From an optimization exercise on the open Yosys and OpenROAD flow, aimed at small area and a short achievable clock period; shortcuts taken in it are not production practice.
Only simulation tests tie the RTL to the original design; equivalence was not proved.

==> flow/run.sh <==
#!/bin/bash
# The standard layout, with two changes to how it is made:
# - the setup repair is asked to leave a margin of slack at the design's own
#   clock period, so that the resizer keeps working on the paths that set the
#   achieved period;
# - the port buffers (one on every input and output, as the standard flow
#   places them) are plain buffers rather than the default delay buffers.
set -euo pipefail
export SETUP_SLACK_MARGIN=85
export BUFFER_PORTS_ARGS="-buffer_cell sky130_fd_sc_hd__buf_2"
bash standard.sh > standard_make.log 2>&1
==> standard.sh <==
#!/bin/bash
# synth_recipe.tcl (not shown) runs the flow's synth.tcl, then flattens the netlist and writes it again
# the make line also repeats each setting of config.mk as NAME=value (left out here)
make -C /OpenROAD-flow-scripts/flow DESIGN_CONFIG=/design/flow/config.mk WORK_HOME=/design/flow/orfs CLKGATE_MAP_FILE= SYNTH_SCRIPT=/design/flow/synth_recipe.tcl "${@:-finish}"
==> config.mk <==
export PLATFORM = sky130hd
export DESIGN_NAME = stack_core
export DESIGN_NICKNAME = stack_core
export VERILOG_FILES = /design/flow/design.v
export SDC_FILE = /design/flow/constraint.sdc
export NUM_CORES = 4
export LEC_CHECK = 0
export ABC_AREA = 1
export CAP_MARGIN = 20
export CORE_MARGIN = 2
export CORE_UTILIZATION = 40
export SLEW_MARGIN = 20
export SYNTH_HIERARCHICAL = 1
==> constraint.sdc <==
create_clock -name core_clock -period 110.0 [get_ports {clk}]
set_input_delay 22.0000 -clock core_clock [delete_from_list [all_inputs] [get_ports {clk}]]
set_output_delay 22.0000 -clock core_clock [all_outputs]
set_load 0.01 [all_outputs]
==> design.v <==
`timescale 1ns/1ps
`default_nettype none
package isa_pkg;
    typedef logic [4:0] opcode_t;
    typedef logic [3:0] alu_op_t;
    typedef logic [1:0] fault_t;
    localparam alu_op_t IADD = 4'h0;
    localparam alu_op_t ISUB = 4'h1;
    localparam alu_op_t IMUL = 4'h2;
    localparam alu_op_t IDIV = 4'h3;
    localparam alu_op_t IREM = 4'h4;
    localparam alu_op_t INEG = 4'h5;
    localparam alu_op_t IOR  = 4'h8;
    localparam alu_op_t IXOR = 4'h9;
    localparam alu_op_t ISHL = 4'hC;
    localparam alu_op_t ISHR = 4'hD;
    localparam alu_op_t IAND = 4'hF;
    localparam opcode_t OP_PUSH = 5'h10;
    localparam opcode_t OP_POP  = 5'h11;
    localparam opcode_t OP_DUP  = 5'h12;
    localparam opcode_t OP_SWAP = 5'h13;
    localparam fault_t FAULT_NONE      = 2'd0;
    localparam fault_t FAULT_UNDERFLOW = 2'd1;
    localparam fault_t FAULT_OVERFLOW  = 2'd2;
    localparam fault_t FAULT_ILLEGAL   = 2'd3;
endpackage
`default_nettype wire
`timescale 1ns/1ps
`default_nettype none
package stack_pkg;
    typedef logic [31:0] word_t;
    localparam int STACK_DEPTH = 8;
    typedef logic [3:0] depth_t;
    typedef logic [2:0] sp_t;
endpackage
`default_nettype wire
`timescale 1ns/1ps
`timescale 1ns/1ps
`timescale 1ns/1ps
`default_nettype none
module stack_control (
    input  logic              rst_n,
    input  logic              cmd_valid,
    input  isa_pkg::opcode_t  cmd_op,
    input  stack_pkg::depth_t depth,
    output isa_pkg::fault_t   fault_c,
    output logic              inc,
    output logic              dec,
    output logic [6:0]        wr_en,
    output logic [6:0]        rd_sel,
    output logic [3:0]        lut,
    output logic              s_imm,
    output logic              s_add,
    output logic              s_sub,
    output logic              s_mul,
    output logic              s_quo,
    output logic              s_rem,
    output logic              s_shl,
    output logic              s_shr
);
    logic [3:0] code;
    logic       is_alu;
    logic       alu_legal;
    logic       ge1;
    logic       ge2;
    logic       full;
    logic       do_push, do_dup, do_pop, do_swap, do_neg, do_bin;
    assign code   = cmd_op[3:0];
    assign is_alu = ~cmd_op[4];
    assign ge1    = (depth != 4'd0);
    assign ge2    = (depth > 4'd1);
    assign full   = depth[3];
    always_comb begin
        case (code)
            4'h6, 4'h7, 4'hA, 4'hB, 4'hE: alu_legal = 1'b0;
            default:                      alu_legal = 1'b1;
        endcase
    end
    always_comb begin
        fault_c = isa_pkg::FAULT_NONE;
        do_push = 1'b0;
        do_dup  = 1'b0;
        do_pop  = 1'b0;
        do_swap = 1'b0;
        do_neg  = 1'b0;
        do_bin  = 1'b0;
        if (is_alu) begin
            if (!alu_legal)               fault_c = isa_pkg::FAULT_ILLEGAL;
            else if (code == isa_pkg::INEG) begin
                if (!ge1)                 fault_c = isa_pkg::FAULT_UNDERFLOW;
                else                      do_neg  = 1'b1;
            end else if (!ge2)            fault_c = isa_pkg::FAULT_UNDERFLOW;
            else                          do_bin  = 1'b1;
        end else begin
            case (cmd_op)
                isa_pkg::OP_PUSH: begin
                    if (full)             fault_c = isa_pkg::FAULT_OVERFLOW;
                    else                  do_push = 1'b1;
                end
                isa_pkg::OP_POP: begin
                    if (!ge1)             fault_c = isa_pkg::FAULT_UNDERFLOW;
                    else                  do_pop  = 1'b1;
                end
                isa_pkg::OP_DUP: begin
                    if (!ge1)             fault_c = isa_pkg::FAULT_UNDERFLOW;
                    else if (full)        fault_c = isa_pkg::FAULT_OVERFLOW;
                    else                  do_dup  = 1'b1;
                end
                isa_pkg::OP_SWAP: begin
                    if (!ge2)             fault_c = isa_pkg::FAULT_UNDERFLOW;
                    else                  do_swap = 1'b1;
                end
                default:                  fault_c = isa_pkg::FAULT_ILLEGAL;
            endcase
        end
    end
    logic go;
    assign go  = cmd_valid & rst_n;
    assign inc = go & (do_push | do_dup);
    assign dec = go & (do_pop | do_bin);
    always_comb begin
        for (int i = 0; i < 7; i++) begin
            rd_sel[i] = (depth == 4'(i + 2));
            wr_en[i]  = go & (((do_push | do_dup) & (depth == 4'(i + 1))) |
                              (do_swap & (depth == 4'(i + 2))));
        end
    end
    always_comb begin
        lut   = 4'b0000;
        s_imm = 1'b0;
        s_add = 1'b0;
        s_sub = 1'b0;
        s_mul = 1'b0;
        s_quo = 1'b0;
        s_rem = 1'b0;
        s_shl = 1'b0;
        s_shr = 1'b0;
        if (!rst_n) begin
            lut = 4'b0000;                         
        end else if (!cmd_valid) begin
            lut = 4'b1010;                         
        end else if (do_push) begin
            s_imm = 1'b1;
        end else if (do_pop | do_swap) begin
            lut = 4'b1100;                         
        end else if (do_neg) begin
            lut = 4'b0101;                         
        end else if (do_bin) begin
            case (code)
                isa_pkg::IADD: s_add = 1'b1;
                isa_pkg::ISUB: s_sub = 1'b1;
                isa_pkg::IMUL: s_mul = 1'b1;
                isa_pkg::IDIV: s_quo = 1'b1;
                isa_pkg::IREM: s_rem = 1'b1;
                isa_pkg::IOR:  lut   = 4'b1110;    
                isa_pkg::IXOR: lut   = 4'b0110;    
                isa_pkg::ISHL: s_shl = 1'b1;
                isa_pkg::ISHR: s_shr = 1'b1;
                default:       lut   = 4'b1000;    
            endcase
        end else begin
            lut = 4'b1010;                         
        end
    end
endmodule
`default_nettype wire
`timescale 1ns/1ps
`default_nettype none
module stack_core (
    input  logic              clk,
    input  logic              rst_n,
    input  logic              cmd_valid,
    input  isa_pkg::opcode_t  cmd_op,
    input  stack_pkg::word_t  cmd_imm,
    output logic              done,
    output logic              fault,
    output isa_pkg::fault_t   fault_code,
    output stack_pkg::word_t  tos,
    output stack_pkg::depth_t depth
);
    stack_pkg::word_t  top;
    stack_pkg::word_t  next;
    stack_pkg::depth_t count;
    isa_pkg::fault_t   fault_c;
    logic inc, dec;
    logic [6:0] wr_en;
    logic [6:0] rd_sel;
    logic [3:0] lut;
    logic s_imm, s_add, s_sub, s_mul, s_quo, s_rem, s_shl, s_shr;
    stack_pkg::word_t r_add, r_sub, r_mul, r_shl, r_shr;
    logic [15:0] r_quo, r_rem;
    logic        r_dz;
    stack_pkg::word_t top_d;
    assign tos   = top;
    assign depth = count;
    stack_control u_control (
        .rst_n     (rst_n),
        .cmd_valid (cmd_valid),
        .cmd_op    (cmd_op),
        .depth     (count),
        .fault_c   (fault_c),
        .inc       (inc),
        .dec       (dec),
        .wr_en     (wr_en),
        .rd_sel    (rd_sel),
        .lut       (lut),
        .s_imm     (s_imm),
        .s_add     (s_add),
        .s_sub     (s_sub),
        .s_mul     (s_mul),
        .s_quo     (s_quo),
        .s_rem     (s_rem),
        .s_shl     (s_shl),
        .s_shr     (s_shr)
    );
    stack_pkg::word_t entries [7];
    always_ff @(posedge clk) begin
        for (int i = 0; i < 7; i++) begin
            if (wr_en[i]) entries[i] <= top;
        end
    end
    always_comb begin
        next = '0;
        for (int i = 0; i < 7; i++) begin
            next = next | (entries[i] & {32{rd_sel[i]}});
        end
    end
    logic [32:0] ca, cs;
    assign ca[0] = 1'b0;
    assign cs[0] = 1'b1;
    always_comb begin
        for (int j = 0; j < 32; j++) begin
            r_add[j]   = next[j] ^ top[j] ^ ca[j];
            ca[j+1]    = (next[j] & top[j]) | (next[j] & ca[j]) | (top[j] & ca[j]);
            r_sub[j]   = next[j] ^ ~top[j] ^ cs[j];
            cs[j+1]    = (next[j] & ~top[j]) | (next[j] & cs[j]) | (~top[j] & cs[j]);
        end
    end
    logic [16:0] ms [16];
    logic [15:0] mc [16];
    logic [16:0] mf;
    always_comb begin
        for (int j = 0; j < 16; j++) begin
            ms[0][j] = next[j] & top[0];
            mc[0][j] = 1'b0;
        end
        ms[0][16] = 1'b0;
        for (int i = 1; i < 16; i++) begin
            r_mul[i-1] = ms[i-1][0];
            ms[i][16]  = 1'b0;
            for (int j = 0; j < 16; j++) begin
                ms[i][j] = (next[j] & top[i]) ^ ms[i-1][j+1] ^ mc[i-1][j];
                mc[i][j] = ((next[j] & top[i]) & ms[i-1][j+1]) |
                           ((next[j] & top[i]) & mc[i-1][j]) |
                           (ms[i-1][j+1] & mc[i-1][j]);
            end
        end
        r_mul[15] = ms[15][0];
        mf[0] = 1'b0;
        for (int j = 0; j < 16; j++) begin
            r_mul[16+j] = ms[15][j+1] ^ mc[15][j] ^ mf[j];
            mf[j+1]     = (ms[15][j+1] & mc[15][j]) | (ms[15][j+1] & mf[j]) |
                          (mc[15][j] & mf[j]);
        end
    end
    assign r_shl = next << top[4:0];
    assign r_shr = next >> top[4:0];
    logic [15:0] dv_a, dv_d, dv_q, dv_r;
    assign dv_a  = next[15:0];
    assign dv_d  = top[15:0];
    assign r_quo = dv_q;
    assign r_rem = dv_r;
    assign r_dz  = (top[15:0] == 16'd0);
    wire [17:0] dv_m1 = {2'b00, dv_d};
    wire [17:0] dv_m2 = {1'b0, dv_d, 1'b0};
    wire [17:0] dv_m3 = dv_m1 + dv_m2;
    wire [18:0] dv_zh1;
    assign dv_zh1[18] = 1'b1;
    assign dv_zh1[17] = dv_zh1[18] & ~dv_m1[17];
    assign dv_zh1[16] = dv_zh1[17] & ~dv_m1[16];
    assign dv_zh1[15] = dv_zh1[16] & ~dv_m1[15];
    assign dv_zh1[14] = dv_zh1[15] & ~dv_m1[14];
    assign dv_zh1[13] = dv_zh1[14] & ~dv_m1[13];
    assign dv_zh1[12] = dv_zh1[13] & ~dv_m1[12];
    assign dv_zh1[11] = dv_zh1[12] & ~dv_m1[11];
    assign dv_zh1[10] = dv_zh1[11] & ~dv_m1[10];
    assign dv_zh1[9] = dv_zh1[10] & ~dv_m1[9];
    assign dv_zh1[8] = dv_zh1[9] & ~dv_m1[8];
    assign dv_zh1[7] = dv_zh1[8] & ~dv_m1[7];
    assign dv_zh1[6] = dv_zh1[7] & ~dv_m1[6];
    assign dv_zh1[5] = dv_zh1[6] & ~dv_m1[5];
    assign dv_zh1[4] = dv_zh1[5] & ~dv_m1[4];
    assign dv_zh1[3] = dv_zh1[4] & ~dv_m1[3];
    assign dv_zh1[2] = dv_zh1[3] & ~dv_m1[2];
    assign dv_zh1[1] = dv_zh1[2] & ~dv_m1[1];
    assign dv_zh1[0] = dv_zh1[1] & ~dv_m1[0];
    wire [18:0] dv_zh2;
    assign dv_zh2[18] = 1'b1;
    assign dv_zh2[17] = dv_zh2[18] & ~dv_m2[17];
    assign dv_zh2[16] = dv_zh2[17] & ~dv_m2[16];
    assign dv_zh2[15] = dv_zh2[16] & ~dv_m2[15];
    assign dv_zh2[14] = dv_zh2[15] & ~dv_m2[14];
    assign dv_zh2[13] = dv_zh2[14] & ~dv_m2[13];
    assign dv_zh2[12] = dv_zh2[13] & ~dv_m2[12];
    assign dv_zh2[11] = dv_zh2[12] & ~dv_m2[11];
    assign dv_zh2[10] = dv_zh2[11] & ~dv_m2[10];
    assign dv_zh2[9] = dv_zh2[10] & ~dv_m2[9];
    assign dv_zh2[8] = dv_zh2[9] & ~dv_m2[8];
    assign dv_zh2[7] = dv_zh2[8] & ~dv_m2[7];
    assign dv_zh2[6] = dv_zh2[7] & ~dv_m2[6];
    assign dv_zh2[5] = dv_zh2[6] & ~dv_m2[5];
    assign dv_zh2[4] = dv_zh2[5] & ~dv_m2[4];
    assign dv_zh2[3] = dv_zh2[4] & ~dv_m2[3];
    assign dv_zh2[2] = dv_zh2[3] & ~dv_m2[2];
    assign dv_zh2[1] = dv_zh2[2] & ~dv_m2[1];
    assign dv_zh2[0] = dv_zh2[1] & ~dv_m2[0];
    wire [18:0] dv_zh3;
    assign dv_zh3[18] = 1'b1;
    assign dv_zh3[17] = dv_zh3[18] & ~dv_m3[17];
    assign dv_zh3[16] = dv_zh3[17] & ~dv_m3[16];
    assign dv_zh3[15] = dv_zh3[16] & ~dv_m3[15];
    assign dv_zh3[14] = dv_zh3[15] & ~dv_m3[14];
    assign dv_zh3[13] = dv_zh3[14] & ~dv_m3[13];
    assign dv_zh3[12] = dv_zh3[13] & ~dv_m3[12];
    assign dv_zh3[11] = dv_zh3[12] & ~dv_m3[11];
    assign dv_zh3[10] = dv_zh3[11] & ~dv_m3[10];
    assign dv_zh3[9] = dv_zh3[10] & ~dv_m3[9];
    assign dv_zh3[8] = dv_zh3[9] & ~dv_m3[8];
    assign dv_zh3[7] = dv_zh3[8] & ~dv_m3[7];
    assign dv_zh3[6] = dv_zh3[7] & ~dv_m3[6];
    assign dv_zh3[5] = dv_zh3[6] & ~dv_m3[5];
    assign dv_zh3[4] = dv_zh3[5] & ~dv_m3[4];
    assign dv_zh3[3] = dv_zh3[4] & ~dv_m3[3];
    assign dv_zh3[2] = dv_zh3[3] & ~dv_m3[2];
    assign dv_zh3[1] = dv_zh3[2] & ~dv_m3[1];
    assign dv_zh3[0] = dv_zh3[1] & ~dv_m3[0];
    wire dv_s0_x0 = dv_a[15];
    wire [1:0] dv_s0m1_s = {1'b0, {dv_s0_x0}} - {1'b0, dv_m1[0:0]};
    wire dv_s0_ge1 = dv_zh1[1] & ~dv_s0m1_s[1];
    assign dv_q[15] = dv_s0_ge1;
    wire dv_s0_r0 = dv_s0_ge1 ? dv_s0m1_s[0] : dv_s0_x0;
    wire dv_s1_x0 = dv_a[14];
    wire dv_s1_x1 = dv_s0_r0;
    wire [2:0] dv_s1m1_s = {1'b0, {dv_s1_x1, dv_s1_x0}} - {1'b0, dv_m1[1:0]};
    wire dv_s1_ge1 = dv_zh1[2] & ~dv_s1m1_s[2];
    assign dv_q[14] = dv_s1_ge1;
    wire dv_s1_r0 = dv_s1_ge1 ? dv_s1m1_s[0] : dv_s1_x0;
    wire dv_s1_r1 = dv_s1_ge1 ? dv_s1m1_s[1] : dv_s1_x1;
    wire dv_s2_x0 = dv_a[13];
    wire dv_s2_x1 = dv_s1_r0;
    wire dv_s2_x2 = dv_s1_r1;
    wire [3:0] dv_s2m1_s = {1'b0, {dv_s2_x2, dv_s2_x1, dv_s2_x0}} - {1'b0, dv_m1[2:0]};
    wire dv_s2_ge1 = dv_zh1[3] & ~dv_s2m1_s[3];
    assign dv_q[13] = dv_s2_ge1;
    wire dv_s2_r0 = dv_s2_ge1 ? dv_s2m1_s[0] : dv_s2_x0;
    wire dv_s2_r1 = dv_s2_ge1 ? dv_s2m1_s[1] : dv_s2_x1;
    wire dv_s2_r2 = dv_s2_ge1 ? dv_s2m1_s[2] : dv_s2_x2;
    wire dv_s3_x0 = dv_a[12];
    wire dv_s3_x1 = dv_s2_r0;
    wire dv_s3_x2 = dv_s2_r1;
    wire dv_s3_x3 = dv_s2_r2;
    wire [4:0] dv_s3m1_s = {1'b0, {dv_s3_x3, dv_s3_x2, dv_s3_x1, dv_s3_x0}} - {1'b0, dv_m1[3:0]};
    wire dv_s3_ge1 = dv_zh1[4] & ~dv_s3m1_s[4];
    assign dv_q[12] = dv_s3_ge1;
    wire dv_s3_r0 = dv_s3_ge1 ? dv_s3m1_s[0] : dv_s3_x0;
    wire dv_s3_r1 = dv_s3_ge1 ? dv_s3m1_s[1] : dv_s3_x1;
    wire dv_s3_r2 = dv_s3_ge1 ? dv_s3m1_s[2] : dv_s3_x2;
    wire dv_s3_r3 = dv_s3_ge1 ? dv_s3m1_s[3] : dv_s3_x3;
    wire dv_s4_x0 = dv_a[11];
    wire dv_s4_x1 = dv_s3_r0;
    wire dv_s4_x2 = dv_s3_r1;
    wire dv_s4_x3 = dv_s3_r2;
    wire dv_s4_x4 = dv_s3_r3;
    wire [5:0] dv_s4m1_s = {1'b0, {dv_s4_x4, dv_s4_x3, dv_s4_x2, dv_s4_x1, dv_s4_x0}} - {1'b0, dv_m1[4:0]};
    wire dv_s4_ge1 = dv_zh1[5] & ~dv_s4m1_s[5];
    assign dv_q[11] = dv_s4_ge1;
    wire dv_s4_r0 = dv_s4_ge1 ? dv_s4m1_s[0] : dv_s4_x0;
    wire dv_s4_r1 = dv_s4_ge1 ? dv_s4m1_s[1] : dv_s4_x1;
    wire dv_s4_r2 = dv_s4_ge1 ? dv_s4m1_s[2] : dv_s4_x2;
    wire dv_s4_r3 = dv_s4_ge1 ? dv_s4m1_s[3] : dv_s4_x3;
    wire dv_s4_r4 = dv_s4_ge1 ? dv_s4m1_s[4] : dv_s4_x4;
    wire dv_s5_x0 = dv_a[10];
    wire dv_s5_x1 = dv_s4_r0;
    wire dv_s5_x2 = dv_s4_r1;
    wire dv_s5_x3 = dv_s4_r2;
    wire dv_s5_x4 = dv_s4_r3;
    wire dv_s5_x5 = dv_s4_r4;
    wire [6:0] dv_s5m1_s = {1'b0, {dv_s5_x5, dv_s5_x4, dv_s5_x3, dv_s5_x2, dv_s5_x1, dv_s5_x0}} - {1'b0, dv_m1[5:0]};
    wire dv_s5_ge1 = dv_zh1[6] & ~dv_s5m1_s[6];
    assign dv_q[10] = dv_s5_ge1;
    wire dv_s5_r0 = dv_s5_ge1 ? dv_s5m1_s[0] : dv_s5_x0;
    wire dv_s5_r1 = dv_s5_ge1 ? dv_s5m1_s[1] : dv_s5_x1;
    wire dv_s5_r2 = dv_s5_ge1 ? dv_s5m1_s[2] : dv_s5_x2;
    wire dv_s5_r3 = dv_s5_ge1 ? dv_s5m1_s[3] : dv_s5_x3;
    wire dv_s5_r4 = dv_s5_ge1 ? dv_s5m1_s[4] : dv_s5_x4;
    wire dv_s5_r5 = dv_s5_ge1 ? dv_s5m1_s[5] : dv_s5_x5;
    wire dv_s6_x0 = dv_a[9];
    wire dv_s6_x1 = dv_s5_r0;
    wire dv_s6_x2 = dv_s5_r1;
    wire dv_s6_x3 = dv_s5_r2;
    wire dv_s6_x4 = dv_s5_r3;
    wire dv_s6_x5 = dv_s5_r4;
    wire dv_s6_x6 = dv_s5_r5;
    wire [7:0] dv_s6m1_s = {1'b0, {dv_s6_x6, dv_s6_x5, dv_s6_x4, dv_s6_x3, dv_s6_x2, dv_s6_x1, dv_s6_x0}} - {1'b0, dv_m1[6:0]};
    wire dv_s6_ge1 = dv_zh1[7] & ~dv_s6m1_s[7];
    assign dv_q[9] = dv_s6_ge1;
    wire dv_s6_r0 = dv_s6_ge1 ? dv_s6m1_s[0] : dv_s6_x0;
    wire dv_s6_r1 = dv_s6_ge1 ? dv_s6m1_s[1] : dv_s6_x1;
    wire dv_s6_r2 = dv_s6_ge1 ? dv_s6m1_s[2] : dv_s6_x2;
    wire dv_s6_r3 = dv_s6_ge1 ? dv_s6m1_s[3] : dv_s6_x3;
    wire dv_s6_r4 = dv_s6_ge1 ? dv_s6m1_s[4] : dv_s6_x4;
    wire dv_s6_r5 = dv_s6_ge1 ? dv_s6m1_s[5] : dv_s6_x5;
    wire dv_s6_r6 = dv_s6_ge1 ? dv_s6m1_s[6] : dv_s6_x6;
    wire dv_s7_x0 = dv_a[8];
    wire dv_s7_x1 = dv_s6_r0;
    wire dv_s7_x2 = dv_s6_r1;
    wire dv_s7_x3 = dv_s6_r2;
    wire dv_s7_x4 = dv_s6_r3;
    wire dv_s7_x5 = dv_s6_r4;
    wire dv_s7_x6 = dv_s6_r5;
    wire dv_s7_x7 = dv_s6_r6;
    wire [8:0] dv_s7m1_s = {1'b0, {dv_s7_x7, dv_s7_x6, dv_s7_x5, dv_s7_x4, dv_s7_x3, dv_s7_x2, dv_s7_x1, dv_s7_x0}} - {1'b0, dv_m1[7:0]};
    wire dv_s7_ge1 = dv_zh1[8] & ~dv_s7m1_s[8];
    assign dv_q[8] = dv_s7_ge1;
    wire dv_s7_r0 = dv_s7_ge1 ? dv_s7m1_s[0] : dv_s7_x0;
    wire dv_s7_r1 = dv_s7_ge1 ? dv_s7m1_s[1] : dv_s7_x1;
    wire dv_s7_r2 = dv_s7_ge1 ? dv_s7m1_s[2] : dv_s7_x2;
    wire dv_s7_r3 = dv_s7_ge1 ? dv_s7m1_s[3] : dv_s7_x3;
    wire dv_s7_r4 = dv_s7_ge1 ? dv_s7m1_s[4] : dv_s7_x4;
    wire dv_s7_r5 = dv_s7_ge1 ? dv_s7m1_s[5] : dv_s7_x5;
    wire dv_s7_r6 = dv_s7_ge1 ? dv_s7m1_s[6] : dv_s7_x6;
    wire dv_s7_r7 = dv_s7_ge1 ? dv_s7m1_s[7] : dv_s7_x7;
    wire dv_s8_x0 = dv_a[6];
    wire dv_s8_x1 = dv_a[7];
    wire dv_s8_x2 = dv_s7_r0;
    wire dv_s8_x3 = dv_s7_r1;
    wire dv_s8_x4 = dv_s7_r2;
    wire dv_s8_x5 = dv_s7_r3;
    wire dv_s8_x6 = dv_s7_r4;
    wire dv_s8_x7 = dv_s7_r5;
    wire dv_s8_x8 = dv_s7_r6;
    wire dv_s8_x9 = dv_s7_r7;
    wire [10:0] dv_s8m1_s = {1'b0, {dv_s8_x9, dv_s8_x8, dv_s8_x7, dv_s8_x6, dv_s8_x5, dv_s8_x4, dv_s8_x3, dv_s8_x2, dv_s8_x1, dv_s8_x0}} - {1'b0, dv_m1[9:0]};
    wire dv_s8_ge1 = dv_zh1[10] & ~dv_s8m1_s[10];
    wire [10:0] dv_s8m2_s = {1'b0, {dv_s8_x9, dv_s8_x8, dv_s8_x7, dv_s8_x6, dv_s8_x5, dv_s8_x4, dv_s8_x3, dv_s8_x2, dv_s8_x1, dv_s8_x0}} - {1'b0, dv_m2[9:0]};
    wire dv_s8_ge2 = dv_zh2[10] & ~dv_s8m2_s[10];
    wire [10:0] dv_s8m3_s = {1'b0, {dv_s8_x9, dv_s8_x8, dv_s8_x7, dv_s8_x6, dv_s8_x5, dv_s8_x4, dv_s8_x3, dv_s8_x2, dv_s8_x1, dv_s8_x0}} - {1'b0, dv_m3[9:0]};
    wire dv_s8_ge3 = dv_zh3[10] & ~dv_s8m3_s[10];
    assign dv_q[7] = dv_s8_ge2;
    assign dv_q[6] = dv_s8_ge3 | (dv_s8_ge1 & ~dv_s8_ge2);
    wire dv_s8_r0 = dv_s8_ge3 ? dv_s8m3_s[0] : dv_s8_ge2 ? dv_s8m2_s[0] : dv_s8_ge1 ? dv_s8m1_s[0] : dv_s8_x0;
    wire dv_s8_r1 = dv_s8_ge3 ? dv_s8m3_s[1] : dv_s8_ge2 ? dv_s8m2_s[1] : dv_s8_ge1 ? dv_s8m1_s[1] : dv_s8_x1;
    wire dv_s8_r2 = dv_s8_ge3 ? dv_s8m3_s[2] : dv_s8_ge2 ? dv_s8m2_s[2] : dv_s8_ge1 ? dv_s8m1_s[2] : dv_s8_x2;
    wire dv_s8_r3 = dv_s8_ge3 ? dv_s8m3_s[3] : dv_s8_ge2 ? dv_s8m2_s[3] : dv_s8_ge1 ? dv_s8m1_s[3] : dv_s8_x3;
    wire dv_s8_r4 = dv_s8_ge3 ? dv_s8m3_s[4] : dv_s8_ge2 ? dv_s8m2_s[4] : dv_s8_ge1 ? dv_s8m1_s[4] : dv_s8_x4;
    wire dv_s8_r5 = dv_s8_ge3 ? dv_s8m3_s[5] : dv_s8_ge2 ? dv_s8m2_s[5] : dv_s8_ge1 ? dv_s8m1_s[5] : dv_s8_x5;
    wire dv_s8_r6 = dv_s8_ge3 ? dv_s8m3_s[6] : dv_s8_ge2 ? dv_s8m2_s[6] : dv_s8_ge1 ? dv_s8m1_s[6] : dv_s8_x6;
    wire dv_s8_r7 = dv_s8_ge3 ? dv_s8m3_s[7] : dv_s8_ge2 ? dv_s8m2_s[7] : dv_s8_ge1 ? dv_s8m1_s[7] : dv_s8_x7;
    wire dv_s8_r8 = dv_s8_ge3 ? dv_s8m3_s[8] : dv_s8_ge2 ? dv_s8m2_s[8] : dv_s8_ge1 ? dv_s8m1_s[8] : dv_s8_x8;
    wire dv_s8_r9 = dv_s8_ge3 ? dv_s8m3_s[9] : dv_s8_ge2 ? dv_s8m2_s[9] : dv_s8_ge1 ? dv_s8m1_s[9] : dv_s8_x9;
    wire dv_s9_x0 = dv_a[4];
    wire dv_s9_x1 = dv_a[5];
    wire dv_s9_x2 = dv_s8_r0;
    wire dv_s9_x3 = dv_s8_r1;
    wire dv_s9_x4 = dv_s8_r2;
    wire dv_s9_x5 = dv_s8_r3;
    wire dv_s9_x6 = dv_s8_r4;
    wire dv_s9_x7 = dv_s8_r5;
    wire dv_s9_x8 = dv_s8_r6;
    wire dv_s9_x9 = dv_s8_r7;
    wire dv_s9_x10 = dv_s8_r8;
    wire dv_s9_x11 = dv_s8_r9;
    wire [12:0] dv_s9m1_s = {1'b0, {dv_s9_x11, dv_s9_x10, dv_s9_x9, dv_s9_x8, dv_s9_x7, dv_s9_x6, dv_s9_x5, dv_s9_x4, dv_s9_x3, dv_s9_x2, dv_s9_x1, dv_s9_x0}} - {1'b0, dv_m1[11:0]};
    wire dv_s9_ge1 = dv_zh1[12] & ~dv_s9m1_s[12];
    wire [12:0] dv_s9m2_s = {1'b0, {dv_s9_x11, dv_s9_x10, dv_s9_x9, dv_s9_x8, dv_s9_x7, dv_s9_x6, dv_s9_x5, dv_s9_x4, dv_s9_x3, dv_s9_x2, dv_s9_x1, dv_s9_x0}} - {1'b0, dv_m2[11:0]};
    wire dv_s9_ge2 = dv_zh2[12] & ~dv_s9m2_s[12];
    wire [12:0] dv_s9m3_s = {1'b0, {dv_s9_x11, dv_s9_x10, dv_s9_x9, dv_s9_x8, dv_s9_x7, dv_s9_x6, dv_s9_x5, dv_s9_x4, dv_s9_x3, dv_s9_x2, dv_s9_x1, dv_s9_x0}} - {1'b0, dv_m3[11:0]};
    wire dv_s9_ge3 = dv_zh3[12] & ~dv_s9m3_s[12];
    assign dv_q[5] = dv_s9_ge2;
    assign dv_q[4] = dv_s9_ge3 | (dv_s9_ge1 & ~dv_s9_ge2);
    wire dv_s9_r0 = dv_s9_ge3 ? dv_s9m3_s[0] : dv_s9_ge2 ? dv_s9m2_s[0] : dv_s9_ge1 ? dv_s9m1_s[0] : dv_s9_x0;
    wire dv_s9_r1 = dv_s9_ge3 ? dv_s9m3_s[1] : dv_s9_ge2 ? dv_s9m2_s[1] : dv_s9_ge1 ? dv_s9m1_s[1] : dv_s9_x1;
    wire dv_s9_r2 = dv_s9_ge3 ? dv_s9m3_s[2] : dv_s9_ge2 ? dv_s9m2_s[2] : dv_s9_ge1 ? dv_s9m1_s[2] : dv_s9_x2;
    wire dv_s9_r3 = dv_s9_ge3 ? dv_s9m3_s[3] : dv_s9_ge2 ? dv_s9m2_s[3] : dv_s9_ge1 ? dv_s9m1_s[3] : dv_s9_x3;
    wire dv_s9_r4 = dv_s9_ge3 ? dv_s9m3_s[4] : dv_s9_ge2 ? dv_s9m2_s[4] : dv_s9_ge1 ? dv_s9m1_s[4] : dv_s9_x4;
    wire dv_s9_r5 = dv_s9_ge3 ? dv_s9m3_s[5] : dv_s9_ge2 ? dv_s9m2_s[5] : dv_s9_ge1 ? dv_s9m1_s[5] : dv_s9_x5;
    wire dv_s9_r6 = dv_s9_ge3 ? dv_s9m3_s[6] : dv_s9_ge2 ? dv_s9m2_s[6] : dv_s9_ge1 ? dv_s9m1_s[6] : dv_s9_x6;
    wire dv_s9_r7 = dv_s9_ge3 ? dv_s9m3_s[7] : dv_s9_ge2 ? dv_s9m2_s[7] : dv_s9_ge1 ? dv_s9m1_s[7] : dv_s9_x7;
    wire dv_s9_r8 = dv_s9_ge3 ? dv_s9m3_s[8] : dv_s9_ge2 ? dv_s9m2_s[8] : dv_s9_ge1 ? dv_s9m1_s[8] : dv_s9_x8;
    wire dv_s9_r9 = dv_s9_ge3 ? dv_s9m3_s[9] : dv_s9_ge2 ? dv_s9m2_s[9] : dv_s9_ge1 ? dv_s9m1_s[9] : dv_s9_x9;
    wire dv_s9_r10 = dv_s9_ge3 ? dv_s9m3_s[10] : dv_s9_ge2 ? dv_s9m2_s[10] : dv_s9_ge1 ? dv_s9m1_s[10] : dv_s9_x10;
    wire dv_s9_r11 = dv_s9_ge3 ? dv_s9m3_s[11] : dv_s9_ge2 ? dv_s9m2_s[11] : dv_s9_ge1 ? dv_s9m1_s[11] : dv_s9_x11;
    wire dv_s10_x0 = dv_a[2];
    wire dv_s10_x1 = dv_a[3];
    wire dv_s10_x2 = dv_s9_r0;
    wire dv_s10_x3 = dv_s9_r1;
    wire dv_s10_x4 = dv_s9_r2;
    wire dv_s10_x5 = dv_s9_r3;
    wire dv_s10_x6 = dv_s9_r4;
    wire dv_s10_x7 = dv_s9_r5;
    wire dv_s10_x8 = dv_s9_r6;
    wire dv_s10_x9 = dv_s9_r7;
    wire dv_s10_x10 = dv_s9_r8;
    wire dv_s10_x11 = dv_s9_r9;
    wire dv_s10_x12 = dv_s9_r10;
    wire dv_s10_x13 = dv_s9_r11;
    wire [14:0] dv_s10m1_s = {1'b0, {dv_s10_x13, dv_s10_x12, dv_s10_x11, dv_s10_x10, dv_s10_x9, dv_s10_x8, dv_s10_x7, dv_s10_x6, dv_s10_x5, dv_s10_x4, dv_s10_x3, dv_s10_x2, dv_s10_x1, dv_s10_x0}} - {1'b0, dv_m1[13:0]};
    wire dv_s10_ge1 = dv_zh1[14] & ~dv_s10m1_s[14];
    wire [14:0] dv_s10m2_s = {1'b0, {dv_s10_x13, dv_s10_x12, dv_s10_x11, dv_s10_x10, dv_s10_x9, dv_s10_x8, dv_s10_x7, dv_s10_x6, dv_s10_x5, dv_s10_x4, dv_s10_x3, dv_s10_x2, dv_s10_x1, dv_s10_x0}} - {1'b0, dv_m2[13:0]};
    wire dv_s10_ge2 = dv_zh2[14] & ~dv_s10m2_s[14];
    wire [14:0] dv_s10m3_s = {1'b0, {dv_s10_x13, dv_s10_x12, dv_s10_x11, dv_s10_x10, dv_s10_x9, dv_s10_x8, dv_s10_x7, dv_s10_x6, dv_s10_x5, dv_s10_x4, dv_s10_x3, dv_s10_x2, dv_s10_x1, dv_s10_x0}} - {1'b0, dv_m3[13:0]};
    wire dv_s10_ge3 = dv_zh3[14] & ~dv_s10m3_s[14];
    assign dv_q[3] = dv_s10_ge2;
    assign dv_q[2] = dv_s10_ge3 | (dv_s10_ge1 & ~dv_s10_ge2);
    wire dv_s10_r0 = dv_s10_ge3 ? dv_s10m3_s[0] : dv_s10_ge2 ? dv_s10m2_s[0] : dv_s10_ge1 ? dv_s10m1_s[0] : dv_s10_x0;
    wire dv_s10_r1 = dv_s10_ge3 ? dv_s10m3_s[1] : dv_s10_ge2 ? dv_s10m2_s[1] : dv_s10_ge1 ? dv_s10m1_s[1] : dv_s10_x1;
    wire dv_s10_r2 = dv_s10_ge3 ? dv_s10m3_s[2] : dv_s10_ge2 ? dv_s10m2_s[2] : dv_s10_ge1 ? dv_s10m1_s[2] : dv_s10_x2;
    wire dv_s10_r3 = dv_s10_ge3 ? dv_s10m3_s[3] : dv_s10_ge2 ? dv_s10m2_s[3] : dv_s10_ge1 ? dv_s10m1_s[3] : dv_s10_x3;
    wire dv_s10_r4 = dv_s10_ge3 ? dv_s10m3_s[4] : dv_s10_ge2 ? dv_s10m2_s[4] : dv_s10_ge1 ? dv_s10m1_s[4] : dv_s10_x4;
    wire dv_s10_r5 = dv_s10_ge3 ? dv_s10m3_s[5] : dv_s10_ge2 ? dv_s10m2_s[5] : dv_s10_ge1 ? dv_s10m1_s[5] : dv_s10_x5;
    wire dv_s10_r6 = dv_s10_ge3 ? dv_s10m3_s[6] : dv_s10_ge2 ? dv_s10m2_s[6] : dv_s10_ge1 ? dv_s10m1_s[6] : dv_s10_x6;
    wire dv_s10_r7 = dv_s10_ge3 ? dv_s10m3_s[7] : dv_s10_ge2 ? dv_s10m2_s[7] : dv_s10_ge1 ? dv_s10m1_s[7] : dv_s10_x7;
    wire dv_s10_r8 = dv_s10_ge3 ? dv_s10m3_s[8] : dv_s10_ge2 ? dv_s10m2_s[8] : dv_s10_ge1 ? dv_s10m1_s[8] : dv_s10_x8;
    wire dv_s10_r9 = dv_s10_ge3 ? dv_s10m3_s[9] : dv_s10_ge2 ? dv_s10m2_s[9] : dv_s10_ge1 ? dv_s10m1_s[9] : dv_s10_x9;
    wire dv_s10_r10 = dv_s10_ge3 ? dv_s10m3_s[10] : dv_s10_ge2 ? dv_s10m2_s[10] : dv_s10_ge1 ? dv_s10m1_s[10] : dv_s10_x10;
    wire dv_s10_r11 = dv_s10_ge3 ? dv_s10m3_s[11] : dv_s10_ge2 ? dv_s10m2_s[11] : dv_s10_ge1 ? dv_s10m1_s[11] : dv_s10_x11;
    wire dv_s10_r12 = dv_s10_ge3 ? dv_s10m3_s[12] : dv_s10_ge2 ? dv_s10m2_s[12] : dv_s10_ge1 ? dv_s10m1_s[12] : dv_s10_x12;
    wire dv_s10_r13 = dv_s10_ge3 ? dv_s10m3_s[13] : dv_s10_ge2 ? dv_s10m2_s[13] : dv_s10_ge1 ? dv_s10m1_s[13] : dv_s10_x13;
    wire dv_s11_x0 = dv_a[0];
    wire dv_s11_x1 = dv_a[1];
    wire dv_s11_x2 = dv_s10_r0;
    wire dv_s11_x3 = dv_s10_r1;
    wire dv_s11_x4 = dv_s10_r2;
    wire dv_s11_x5 = dv_s10_r3;
    wire dv_s11_x6 = dv_s10_r4;
    wire dv_s11_x7 = dv_s10_r5;
    wire dv_s11_x8 = dv_s10_r6;
    wire dv_s11_x9 = dv_s10_r7;
    wire dv_s11_x10 = dv_s10_r8;
    wire dv_s11_x11 = dv_s10_r9;
    wire dv_s11_x12 = dv_s10_r10;
    wire dv_s11_x13 = dv_s10_r11;
    wire dv_s11_x14 = dv_s10_r12;
    wire dv_s11_x15 = dv_s10_r13;
    wire [16:0] dv_s11m1_s = {1'b0, {dv_s11_x15, dv_s11_x14, dv_s11_x13, dv_s11_x12, dv_s11_x11, dv_s11_x10, dv_s11_x9, dv_s11_x8, dv_s11_x7, dv_s11_x6, dv_s11_x5, dv_s11_x4, dv_s11_x3, dv_s11_x2, dv_s11_x1, dv_s11_x0}} - {1'b0, dv_m1[15:0]};
    wire dv_s11_ge1 = dv_zh1[16] & ~dv_s11m1_s[16];
    wire [16:0] dv_s11m2_s = {1'b0, {dv_s11_x15, dv_s11_x14, dv_s11_x13, dv_s11_x12, dv_s11_x11, dv_s11_x10, dv_s11_x9, dv_s11_x8, dv_s11_x7, dv_s11_x6, dv_s11_x5, dv_s11_x4, dv_s11_x3, dv_s11_x2, dv_s11_x1, dv_s11_x0}} - {1'b0, dv_m2[15:0]};
    wire dv_s11_ge2 = dv_zh2[16] & ~dv_s11m2_s[16];
    wire [16:0] dv_s11m3_s = {1'b0, {dv_s11_x15, dv_s11_x14, dv_s11_x13, dv_s11_x12, dv_s11_x11, dv_s11_x10, dv_s11_x9, dv_s11_x8, dv_s11_x7, dv_s11_x6, dv_s11_x5, dv_s11_x4, dv_s11_x3, dv_s11_x2, dv_s11_x1, dv_s11_x0}} - {1'b0, dv_m3[15:0]};
    wire dv_s11_ge3 = dv_zh3[16] & ~dv_s11m3_s[16];
    assign dv_q[1] = dv_s11_ge2;
    assign dv_q[0] = dv_s11_ge3 | (dv_s11_ge1 & ~dv_s11_ge2);
    wire dv_s11_r0 = dv_s11_ge3 ? dv_s11m3_s[0] : dv_s11_ge2 ? dv_s11m2_s[0] : dv_s11_ge1 ? dv_s11m1_s[0] : dv_s11_x0;
    wire dv_s11_r1 = dv_s11_ge3 ? dv_s11m3_s[1] : dv_s11_ge2 ? dv_s11m2_s[1] : dv_s11_ge1 ? dv_s11m1_s[1] : dv_s11_x1;
    wire dv_s11_r2 = dv_s11_ge3 ? dv_s11m3_s[2] : dv_s11_ge2 ? dv_s11m2_s[2] : dv_s11_ge1 ? dv_s11m1_s[2] : dv_s11_x2;
    wire dv_s11_r3 = dv_s11_ge3 ? dv_s11m3_s[3] : dv_s11_ge2 ? dv_s11m2_s[3] : dv_s11_ge1 ? dv_s11m1_s[3] : dv_s11_x3;
    wire dv_s11_r4 = dv_s11_ge3 ? dv_s11m3_s[4] : dv_s11_ge2 ? dv_s11m2_s[4] : dv_s11_ge1 ? dv_s11m1_s[4] : dv_s11_x4;
    wire dv_s11_r5 = dv_s11_ge3 ? dv_s11m3_s[5] : dv_s11_ge2 ? dv_s11m2_s[5] : dv_s11_ge1 ? dv_s11m1_s[5] : dv_s11_x5;
    wire dv_s11_r6 = dv_s11_ge3 ? dv_s11m3_s[6] : dv_s11_ge2 ? dv_s11m2_s[6] : dv_s11_ge1 ? dv_s11m1_s[6] : dv_s11_x6;
    wire dv_s11_r7 = dv_s11_ge3 ? dv_s11m3_s[7] : dv_s11_ge2 ? dv_s11m2_s[7] : dv_s11_ge1 ? dv_s11m1_s[7] : dv_s11_x7;
    wire dv_s11_r8 = dv_s11_ge3 ? dv_s11m3_s[8] : dv_s11_ge2 ? dv_s11m2_s[8] : dv_s11_ge1 ? dv_s11m1_s[8] : dv_s11_x8;
    wire dv_s11_r9 = dv_s11_ge3 ? dv_s11m3_s[9] : dv_s11_ge2 ? dv_s11m2_s[9] : dv_s11_ge1 ? dv_s11m1_s[9] : dv_s11_x9;
    wire dv_s11_r10 = dv_s11_ge3 ? dv_s11m3_s[10] : dv_s11_ge2 ? dv_s11m2_s[10] : dv_s11_ge1 ? dv_s11m1_s[10] : dv_s11_x10;
    wire dv_s11_r11 = dv_s11_ge3 ? dv_s11m3_s[11] : dv_s11_ge2 ? dv_s11m2_s[11] : dv_s11_ge1 ? dv_s11m1_s[11] : dv_s11_x11;
    wire dv_s11_r12 = dv_s11_ge3 ? dv_s11m3_s[12] : dv_s11_ge2 ? dv_s11m2_s[12] : dv_s11_ge1 ? dv_s11m1_s[12] : dv_s11_x12;
    wire dv_s11_r13 = dv_s11_ge3 ? dv_s11m3_s[13] : dv_s11_ge2 ? dv_s11m2_s[13] : dv_s11_ge1 ? dv_s11m1_s[13] : dv_s11_x13;
    wire dv_s11_r14 = dv_s11_ge3 ? dv_s11m3_s[14] : dv_s11_ge2 ? dv_s11m2_s[14] : dv_s11_ge1 ? dv_s11m1_s[14] : dv_s11_x14;
    wire dv_s11_r15 = dv_s11_ge3 ? dv_s11m3_s[15] : dv_s11_ge2 ? dv_s11m2_s[15] : dv_s11_ge1 ? dv_s11m1_s[15] : dv_s11_x15;
    assign dv_r = {dv_s11_r15, dv_s11_r14, dv_s11_r13, dv_s11_r12, dv_s11_r11, dv_s11_r10, dv_s11_r9, dv_s11_r8, dv_s11_r7, dv_s11_r6, dv_s11_r5, dv_s11_r4, dv_s11_r3, dv_s11_r2, dv_s11_r1, dv_s11_r0};
    always_comb begin
        for (int j = 0; j < 32; j++) begin
            top_d[j] = lut[{next[j], top[j]}] |
                       (s_imm & cmd_imm[j]) | (s_add & r_add[j]) | (s_sub & r_sub[j]) |
                       (s_mul & r_mul[j]) | (s_shl & r_shl[j]) | (s_shr & r_shr[j]);
            if (j < 16) top_d[j] = top_d[j] | (s_quo & r_quo[j]) | (s_rem & r_rem[j]);
            else        top_d[j] = top_d[j] | (s_quo & r_dz);
        end
    end
    always_ff @(posedge clk) begin
        top <= top_d;
        if (!rst_n) begin
            count      <= '0;
            done       <= 1'b0;
            fault      <= 1'b0;
            fault_code <= isa_pkg::FAULT_NONE;
        end else begin
            if (inc)      count <= count + 4'd1;
            else if (dec) count <= count - 4'd1;
            done       <= cmd_valid;
            fault      <= cmd_valid && (fault_c != isa_pkg::FAULT_NONE);
            fault_code <= cmd_valid ? fault_c : isa_pkg::FAULT_NONE;
        end
    end
endmodule
`default_nettype wire
==> impl_metrics.tcl, run 1 <==
set metrics [dict create \
    rsz0062_at_grt "no" \
    regArea_sq_mm 0.00754 \
    routed_wl_um 116000 \
    yosys.area.top_type "edfxtp_1" \
    critPathKind "input pin to register" \
    critPathLaunchType "input pin" \
    fin_nets 4497 \
    fp.dieW_um 285 \
    port-buffer-count 79 \
    mostFrequentLayoutCell "nand2_1" \
    fin_util_pct 44.3 \
    num_rows 103 \
    synth_edf_count 224 \
    firstDrtPassIters 6 \
    ys_seq_area_share_pct 23.8 \
    synth_seq_cells 264 \
    placed_cell_area_sq_mm 0.0336 \
    fin_area_sq_mm 0.0349 \
    finalHoldViolCount 0 \
    gp_congestion 0.996 \
    reg2reg_to "top[5]" \
    dpl.cell_count 4898 \
    fin_crit_sh_pct 22.6 \
    fin_skew_ps 41.8 \
    use_met3_pct 4.48 \
    core-area_sq_mm 0.0787 \
    mostFrequentLayoutCells "755 x nand2_1, 397 x inv_1, 347 x nor2_1" \
    ctsLongestPathBuffers 3 \
    synth_flop_cell "edfxtp_1" \
    multi_input_area_sq_mm 0.0223 \
    grtUsageTotal_pct 28.0 \
    drv_cap 0 \
    r2r-start "count[2]" \
    final_max_slew_viol_count 0 \
    syn_area_per_cell_sq_um 8.29 \
    final_antenna_net_count 0 \
    synth_area_leaders "edfxtp_1 21%, fa_1 19%, ha_1 10%, nand2_1 9.1%, inv_1 4.8%" \
    netlist_instances 3822 \
    netlist_area_sq_mm 0.0317 \
    worstPathArrival_ps 25360 \
    drive_gt1_share_pct 9.97 \
    area_growth_pct 10.1 \
    grt_max_degree 65 \
    critPathMaxFanout 15 \
    clk_pin_slew_ps 70 \
    slew_headroom_pct 25.9 \
    synth_top_cell_area_share_pct 21.2 \
    synth_nets 4427 \
    reg2reg_depth 145 \
    worst_pin_slew_ps 1110 \
    cp-endpoint "top[11]" \
    met1_usage_pct 40.0 \
    holdPathStages 0 \
    overflow 0 \
    fin_ws_ps 85110 \
    tns_ps 0 \
    grt_pass1_vias 27700 \
    io_pins 80 \
    gr-usage-met2_pct 43.7 \
    dp_hpwl_um 86800 \
    vias 28300 \
    holdWs_ps 527 \
    setup_viol 0 \
    clock_latency_ps 580 \
    n_fill_cell 7813 \
    die_y_um 285 \
    grt_busiest_layer "met2" \
    initial_core_util_pct 40.2 \
    grt_pass1_wl_um 174000 \
    via_per_inst 5.71 \
    r2r_slack_ps 87170 \
    fmax_mhz 40.2 \
    htreeDepth 1 \
    status "timing/DRC/antenna clean" \
    critical_path_required_ps 110470 \
    dp_slack_ps 84140 \
    wl_per_cell_um 23.3 \
    drc 0 \
    synth.distinct_cells 63 \
    hp-class "register to register" \
    yosysWarnings 11 \
    cts_buffers 28 \
    tritoncts "done" \
    end_kind "register" \
    crit_start "cmd_op[1]" \
    antenna_found_initial 3 \
    post-route-min-period_ps 24890 \
    dr.first_iter.drc_count 2910 \
    ys_async_sr_fraction_pct 0 \
    die_area_sq_mm 0.0815 \
    root_buffer "clkbuf_16" \
    clkSinkCount 264 \
    final_cells 4964 \
]
[state kept, by name (all words and copies together), names as in the netlist]
| name | cells |
|---|---|
| fault_code | 2 |
| top | 32 |
| done | 1 |
| entries | 224 |
| count | 4 |
| fault | 1 |
[layer usage]
layer	wire length (um)	vias to the layer above	share of wire [%]
met3	10500	183	9.1
met1	50900	13800	44
met4	3520	2	3.0
li1	-	13100	-
met2	50500	1214	44
met5	13	-	0.011
[area by class of cell]
| cell class | count | area share (%) |
|---|---|---|
| sequential | 264 | 21.6 |
| tap | 1050 | 3.77 |
| timing repair inverter | 1 | 0.0143 |
| clock inverter | 16 | 0.455 |
| clock buffer | 35 | 2.14 |
| timing repair buffer | 180 | 3.34 |
| antenna | 1 | 0.00717 |
| inverter | 432 | 4.75 |
| multi-input combinational | 2985 | 63.9 |
[what timing repair did]
item | CTS | global route
pin swaps | 0 | 4
buffers inserted | 0 | 12
setup endpoints to repair | 4 | 17
hold buffers | 0 | 0
gates resized for setup | 6 | 70
gates cloned | 0 | 2
[cells in the mapped netlist (30+ instances only)]
library cell / count
a221oi_1: 64
nand2_1: 769
buf_1: 33
inv_1: 401
xor2_1: 85
nand3_1: 160
dfxtp_1: 40
a21oi_1: 254
clkbuf_1: 101
fa_1: 304
edfxtp_1: 224
a22o_1: 65
o21bai_1: 49
nor2_1: 354
xnor2_1: 43
ha_1: 261
o21ai_1: 30
o2111ai_1: 30
o21ai_0: 244
[cells by family after synthesis]
family	Yosys count	synth area share, %
muxes	17	0.537
xor gates and xnor gates	128	3.54
AOI/OAI and AO/OA	876	17.4
and+or+nand+nor	1399	18.4
buffers and inverters	573	6.83
adders and majority gates	565	29.5
DFF	264	23.8
[worst min path at each step]
stage,startpoint,end,slack (ps)
after floorplan,count[3],count[3],540
after detailed placement,top[2],entries[6][2],510
after global placement,top[2],entries[6][2],510
after CTS,top[2],entries[6][2],520
after global routing,top[2],entries[6][2],530
final,top[2],entries[6][2],530
[modules after synthesis (local to each module, per instance)]
module         times used  cells inside  flops+latches
stack_core              1          3696            264
stack_control           1           126              0
[worst max-delay path, cell delays in order]
cell	delay, ps
buf_2	150
nor2_2	210
nand3_4	150
nor2_2	150
nor2_2	70
inv_1	90
nor2_1	190
bufinv_8	310
buf_4	240
nor2_1	60
a211oi_1	250
a31oi_1	90
a221oi_1	240
o21ai_0	150
a21oi_2	210
o21ai_1	230
a21oi_1	190
nand2_1	60
a21oi_1	210
nand2_1	100
==> inputs of run 2 (changes only) <==
--- a/config.mk
+++ b/config.mk
@@ -8,6 +8,7 @@
 export ABC_AREA = 1
 export CAP_MARGIN = 20
 export CORE_MARGIN = 2
-export CORE_UTILIZATION = 40
+export CORE_UTILIZATION = 70
+export CTS_BUF_LIST = sky130_fd_sc_hd__clkbuf_8
 export SLEW_MARGIN = 20
 export SYNTH_HIERARCHICAL = 1
==> impl_metrics.tcl, run 2 <==
set metrics [dict create \
    status "timing/DRC/antenna clean" \
    vias 31800 \
    area_growth_pct 7.68 \
    io_pins 80 \
    routed_wl_um 123000 \
    fin_ws_ps 84970 \
    core-area_sq_mm 0.0444 \
    drv_cap 0 \
    reg2reg_to "top[11]" \
    initial_core_util_pct 71.3 \
    synthTopCellsByCount "769 x nand2_1, 401 x inv_1, 354 x nor2_1, 304 x fa_1, 261 x ha_1" \
    ys_seq_area_share_pct 23.8 \
    overflow 0 \
    grt_max_degree 58 \
    fin_crit_sh_pct 22.8 \
    fin_nets 4505 \
    gp_congestion 1.09 \
    critical_path_required_ps 110430 \
    synth_seq_cells 264 \
    wl_per_cell_um 27.2 \
    root_buffer "clkbuf_8" \
    grtUsageTotal_pct 51.1 \
    synth_edf_count 224 \
    die_y_um 217 \
    synth_area_leaders "edfxtp_1 21%, fa_1 19%, ha_1 10%, nand2_1 9.1%, inv_1 4.8%" \
    r2r-start "count[2]" \
    htreeDepth 2 \
    port-buffer-count 79 \
    r2r_slack_ps 85850 \
    via_per_inst 7.04 \
    dp_slack_ps 83850 \
    synth_flop_cell "edfxtp_1" \
    clk_pin_slew_ps 70 \
    dpl.cell_count 4425 \
    drive_gt1_share_pct 10.2 \
    yosys.area.top_type "edfxtp_1" \
    multi_input_area_sq_mm 0.0223 \
    worstPathArrival_ps 25450 \
    hold_end "count[0]" \
    firstDrtPassIters 7 \
    final_max_slew_viol_count 0 \
    fmax_mhz 40.0 \
    regMostFlops "entries" \
    hp-class "register to register" \
    dr.first_iter.drc_count 4682 \
    mostFrequentLayoutCell "nand2_1" \
    largest_reg_flops 224 \
    slew_headroom_pct 23.3 \
    critPathLaunchType "input pin" \
    clock_latency_ps 580 \
    cts_buffers 37 \
    post-route-min-period_ps 25030 \
    end_kind "register" \
    netlist_instances 3822 \
    tritoncts "done" \
    worst_pin_slew_ps 1120 \
    top_regs "entries (224), top (32), count (4)" \
    synth_nets 4427 \
    tns_ps 0 \
    n_fill_cell 2929 \
    rsz0062_at_grt "yes" \
    regArea_sq_mm 0.00754 \
    mostFrequentLayoutCells "760 x nand2_1, 406 x inv_1, 346 x nor2_1" \
    antenna_found_initial 1 \
    num_rows 77 \
    fin_skew_ps 35.3 \
    grt_pass1_wl_um 181000 \
    ctsLongestPathBuffers 3 \
    netlist_area_sq_mm 0.0317 \
    hold_start "count[0]" \
    drc 0 \
    syn_area_per_cell_sq_um 8.29 \
    dp_hpwl_um 88300 \
    finalHoldViolCount 0 \
    critPathKind "input pin to register" \
    critPathMaxFanout 17 \
    clkSinkCount 264 \
    fp.dieW_um 217 \
    synth.distinct_cells 63 \
    reg2reg_depth 150 \
    synth_top_cell_area_share_pct 21.2 \
    holdBufCountCts 0 \
    die_area_sq_mm 0.0470 \
    ys_async_sr_fraction_pct 0 \
    yosysWarnings 11 \
    holdPathStages 1 \
    final_cells 4521 \
    yosysMostFrequentCell "nand2_1" \
    grt_pass1_vias 31400 \
    final_antenna_net_count 0 \
    setup_viol 0 \
]
-- run 2: cell counts after synthesis --
No cell type changed its count.
-- run 2: worst max-delay path by stage --
| stage | endpoint | slack [ps] | from | depth (start not counted) |
|---|---|---|---|---|
| 3_5_place_dp | top[4] | 83850 | cmd_op[2] | 12 |
| 5_1_grt | top[10] | 84450 | count[2] | 151 |
| 2_1_floorplan | top[31] | 85780 | cmd_op[2] | 13 |
| 3_3_place_gp | top[4] | 83280 | cmd_op[2] | 12 |
| 6_report | top[4] | 84970 | cmd_op[1] | 14 |
| 4_1_cts | top[3] | 84830 | count[0] | 146 |
-- run 2: what timing repair did --
item	4_1_cts	5_1_grt
pin swaps	0	4
endpoints found under the setup margin	25	20
resized for setup	21	71
cloned	1	3
buffers inserted	5	18
-- run 2: layout make-up --
cell class	instances	area share, %
Clock inverter	29	0.495
Tap cell	592	2.17
Multi-Input combinational cell	2986	65.3
Antenna cell	1	0.00734
Timing Repair inverter	2	0.0293
Clock buffer	38	1.53
Sequential cell	264	22.1
Inverter	432	4.85
Timing Repair Buffer	177	3.46
-- run 2: logic make-up after synthesis --
kind of cell | count (synthesis) | synth area share, %
adders and majority gates | 565 | 29.5
DFF | 264 | 23.8
and+or+nand+nor | 1399 | 18.4
xor gates and xnor gates | 128 | 3.54
buffers and inverters | 573 | 6.83
muxes | 17 | 0.537
AOI/OAI and AO/OA | 876 | 17.4
-- run 2: through the flow --
step | hold slack [ps] | instance area (sq um) | util (%)
floorplan | 542 | 31700 | -
global placement | 520 | 32900 | 74.0
detailed placement | 583 | 32900 | 74.1
CTS | 594 | 33700 | 75.9
global route | 597 | 34100 | 76.8
finish | 578 | 34100 | 76.8
-- run 2: worst max-delay path, cell delays in order --
cell	delay, ps
buf_2	150
nor2_2	220
nand3_4	170
nor2_2	160
nor2_2	60
nand3_2	170
nor3_1	140
inv_1	120
nor2_1	80
buf_4	260
inv_1	590
o2111ai_1	370
a2111oi_1	780
nand2_1	150
-- run 2: per-layer routing --
layer	track usage, %	wire, um
met1	59.7	39300
met4	40.7	14000
met2	76.5	50600
met3	18.1	19300
met5	0	0
-- run 2: Yosys stat by module (local to each module, per instance) --
module,flip-flops and latches,cell area (sq um)
stack_control,0,588
stack_core,264,31100
==> inputs of run 3 (changes only) <==
--- a/flow/run.sh
+++ b/flow/run.sh
@@ -6,6 +6,6 @@
 # - the port buffers (one on every input and output, as the standard flow
 #   places them) are plain buffers rather than the default delay buffers.
 set -euo pipefail
-export SETUP_SLACK_MARGIN=85
+export SETUP_SLACK_MARGIN=86
 export BUFFER_PORTS_ARGS="-buffer_cell sky130_fd_sc_hd__buf_2"
 bash standard.sh > standard_make.log 2>&1
--- a/config.mk
+++ b/config.mk
@@ -8,7 +8,7 @@
 export ABC_AREA = 1
 export CAP_MARGIN = 20
 export CORE_MARGIN = 2
-export CORE_UTILIZATION = 70
+export CORE_UTILIZATION = 60
 export CTS_BUF_LIST = sky130_fd_sc_hd__clkbuf_8
 export SLEW_MARGIN = 20
 export SYNTH_HIERARCHICAL = 1
==> impl_metrics.tcl, run 3 <==
set metrics [dict create \
    status "timing/DRC/antenna clean" \
    setup_viol 0 \
    clk_pin_slew_ps 70 \
    grt_max_degree 58 \
    mostFrequentLayoutCells "749 x nand2_1, 388 x inv_1, 338 x nor2_1" \
    ctsLongestPathBuffers 3 \
    critPathMaxFanout 6 \
    cp_top_family "compound AO/OA/AOI/OAI gates" \
    fin_ws_ps 85900 \
    synth_flop_cell "edfxtp_1" \
    top_regs "entries (224), top (32), count (4)" \
    area_growth_pct 12.5 \
    die_area_sq_mm 0.0547 \
    largest_reg_flops 224 \
    fp.dieW_um 234 \
    wl_per_cell_um 25.6 \
    regMostFlops "entries" \
    io_pins 80 \
    critPathKind "input pin to register" \
    syn_area_per_cell_sq_um 8.29 \
    drv_cap 0 \
    rsz0062_at_grt "yes" \
    dp_slack_ps 83700 \
    drive_gt1_share_pct 14.3 \
    root_buffer "clkbuf_8" \
    hp-class "register to register" \
    overflow 0 \
    synthTopCellsByCount "769 x nand2_1, 401 x inv_1, 354 x nor2_1, 304 x fa_1, 261 x ha_1" \
    num_rows 84 \
    via_per_inst 6.51 \
    core-area_sq_mm 0.0523 \
    drc 0 \
    synth_edf_count 224 \
    vias 30600 \
    mostFrequentLayoutCell "nand2_1" \
    ys_async_sr_fraction_pct 0 \
    critPathMaxStageDelay_ps 320 \
    critPathBufInv 4 \
    end_kind "register" \
    crit_path_frequent_cell "nor2_4" \
    synth_seq_cells 264 \
    holdWs_ps 619 \
    yosys.area.top_type "edfxtp_1" \
    finalHoldViolCount 0 \
    synth.distinct_cells 63 \
    yosysMostFrequentCell "nand2_1" \
    crit_chain "buf_12 > nor2_4 > nand3_4 > nor2_4 > nor2_4 > inv_2 > nor2_4 > clkinv_4 > buf_4 > nor2_1 > a211oi_1 > a31oi_1 > a221oi_1 > o221a_2 > o221ai_1 > a221oi_1 > nand2_1" \
    initial_core_util_pct 60.5 \
    ys_seq_area_share_pct 23.8 \
    slew_headroom_pct 32.8 \
    dp_hpwl_um 87700 \
    clkSinkCount 264 \
    critical_path_required_ps 110460 \
    fin_crit_sh_pct 21.9 \
    worstPathArrival_ps 24560 \
    dr.first_iter.drc_count 3501 \
    grt_pass1_wl_um 177000 \
    netlist_instances 3822 \
    cts_buffers 39 \
    slowest_stage "a221oi_1" \
    critPathLaunchType "input pin" \
    worst_pin_slew_ps 998 \
    placed_cell_area_sq_mm 0.0331 \
    fin_nets 4585 \
    grtUsageTotal_pct 43.3 \
    fin_area_sq_mm 0.0356 \
    n_fill_cell 4246 \
    clock_latency_ps 570 \
    fin_skew_ps 35.0 \
    synth_nets 4427 \
    post-route-min-period_ps 24100 \
    tritoncts "done" \
    die_y_um 234 \
    final_antenna_net_count 0 \
    fmax_mhz 41.5 \
    netlist_area_sq_mm 0.0317 \
    synth_area_leaders "edfxtp_1 21%, fa_1 19%, ha_1 10%, nand2_1 9.1%, inv_1 4.8%" \
    grt_pass1_vias 29800 \
    synth_top_cell_area_share_pct 21.2 \
    yosysWarnings 11 \
    tns_ps 0 \
    routed_wl_um 120000 \
    port-buffer-count 79 \
    gp_congestion 1.06 \
    antenna_found_initial 1 \
    firstDrtPassIters 6 \
    htreeDepth 2 \
    final_max_slew_viol_count 0 \
]
-- run 3: area by class of cell --
class                      count  area [sq um]  share of cell area, %
antenna                        2          5.00                 0.0140
tap                          688           861                   2.42
multi-input combinational   2987         22800                   63.9
timing repair buffer         251          1930                   5.41
sequential                   264          7540                   21.2
clock inverter                29           215                  0.604
clock buffer                  43           592                   1.66
timing repair inverter         5          28.8                 0.0807
inverter                     432          1710                   4.81
-- run 3: metrics by stage --
| step | cells | util [%] |
|---|---|---|
| final | 4701 | 68.1 |
| after global routing | 4699 | 68.1 |
| after CTS | 4633 | 66.1 |
| after detailed placement | 4529 | 63.3 |
| after global placement | 4527 | 63.2 |
| after floorplan | 3822 | - |
-- run 3: timing repair --
item / 4_1_cts / 5_1_grt
setup buffers: 29 / 59
setup endpoints to repair: 32 / 47
gates resized for setup: 116 / 138
hold buffers: 0 / 0
pin swaps: 14 / 45
gates cloned: 3 / 7
-- run 3: logic make-up (layout without fill, tap and decap cells) --
family,Yosys count,in the layout,share of synthesized area [%]
flops,264,264,23.8
other cells,0,2,0
xor+xnor,128,128,3.54
fa+ha+maj,565,565,29.5
simple gates,1399,1401,18.4
buf+inv,573,760,6.83
compound gates,876,876,17.4
mux,17,17,0.537
-- run 3: path summary, 6_finish.rpt --
check,startpoint,end,slack [ps],cells after the start
max,cmd_op[2],top[2],85900,17
min,count[3],count[3],620,2
max reg2reg,count[3],top[3],87260,152
min reg2reg,count[3],count[3],620,2
-- run 3: worst min-delay path, delay by kind of cell (launching register included) --
family | cells | cell delay (ps)
flip-flops | 1 | 400
buffers and inverters | 1 | 110
AO/OA/AOI/OAI | 1 | 70
-- run 3: modules after synthesis, one instance, submodules excluded --
module	flops+latches	cells inside	copies in the design
stack_control	0	126	1
stack_core	264	3696	1
-- run 3: layer usage --
metal  global-route usage (%)  vias up  wire (um)
li1                         -    13300          -
met1                     56.2    14700      44200
met2                     67.6     2059      52900
met3                     8.52      523      14600
met4                     25.8        2       8720
met5                        0        -         13

[static timing again, ports no longer ideal]
In the flow no input, the clock included, has a driving cell. The finished layouts below were timed again as built, in two steps. Step 1 sets driving cells, clkbuf_16 on the clock port and buf_2 on the other inputs (assumed; they add their load-dependent delay and slew). Step 2 moves the port delays by t, midway between the first and last clock arrival at a register: inputs arrive t later, outputs are due t later. That takes back most of the time a late clock gives input paths. Slacks: ideal / step 1 / step 2; pairs: ideal / step 1.
run | shift t [ns] | setup slack, ns | cell pins on the clock port's net
run 1 | 0.620 | 85.105 / 85.140 / 84.520 | 1
run 2 | 0.621 | 84.973 / 85.007 / 84.386 | 1
run 3 | 0.604 | 85.899 / 85.895 / 85.291 | 1
After both steps setup and hold are still met in every run listed. The setup slack of run 3, which loses most, moves by -0.004 ns with the drivers and by -0.608 ns with both steps.
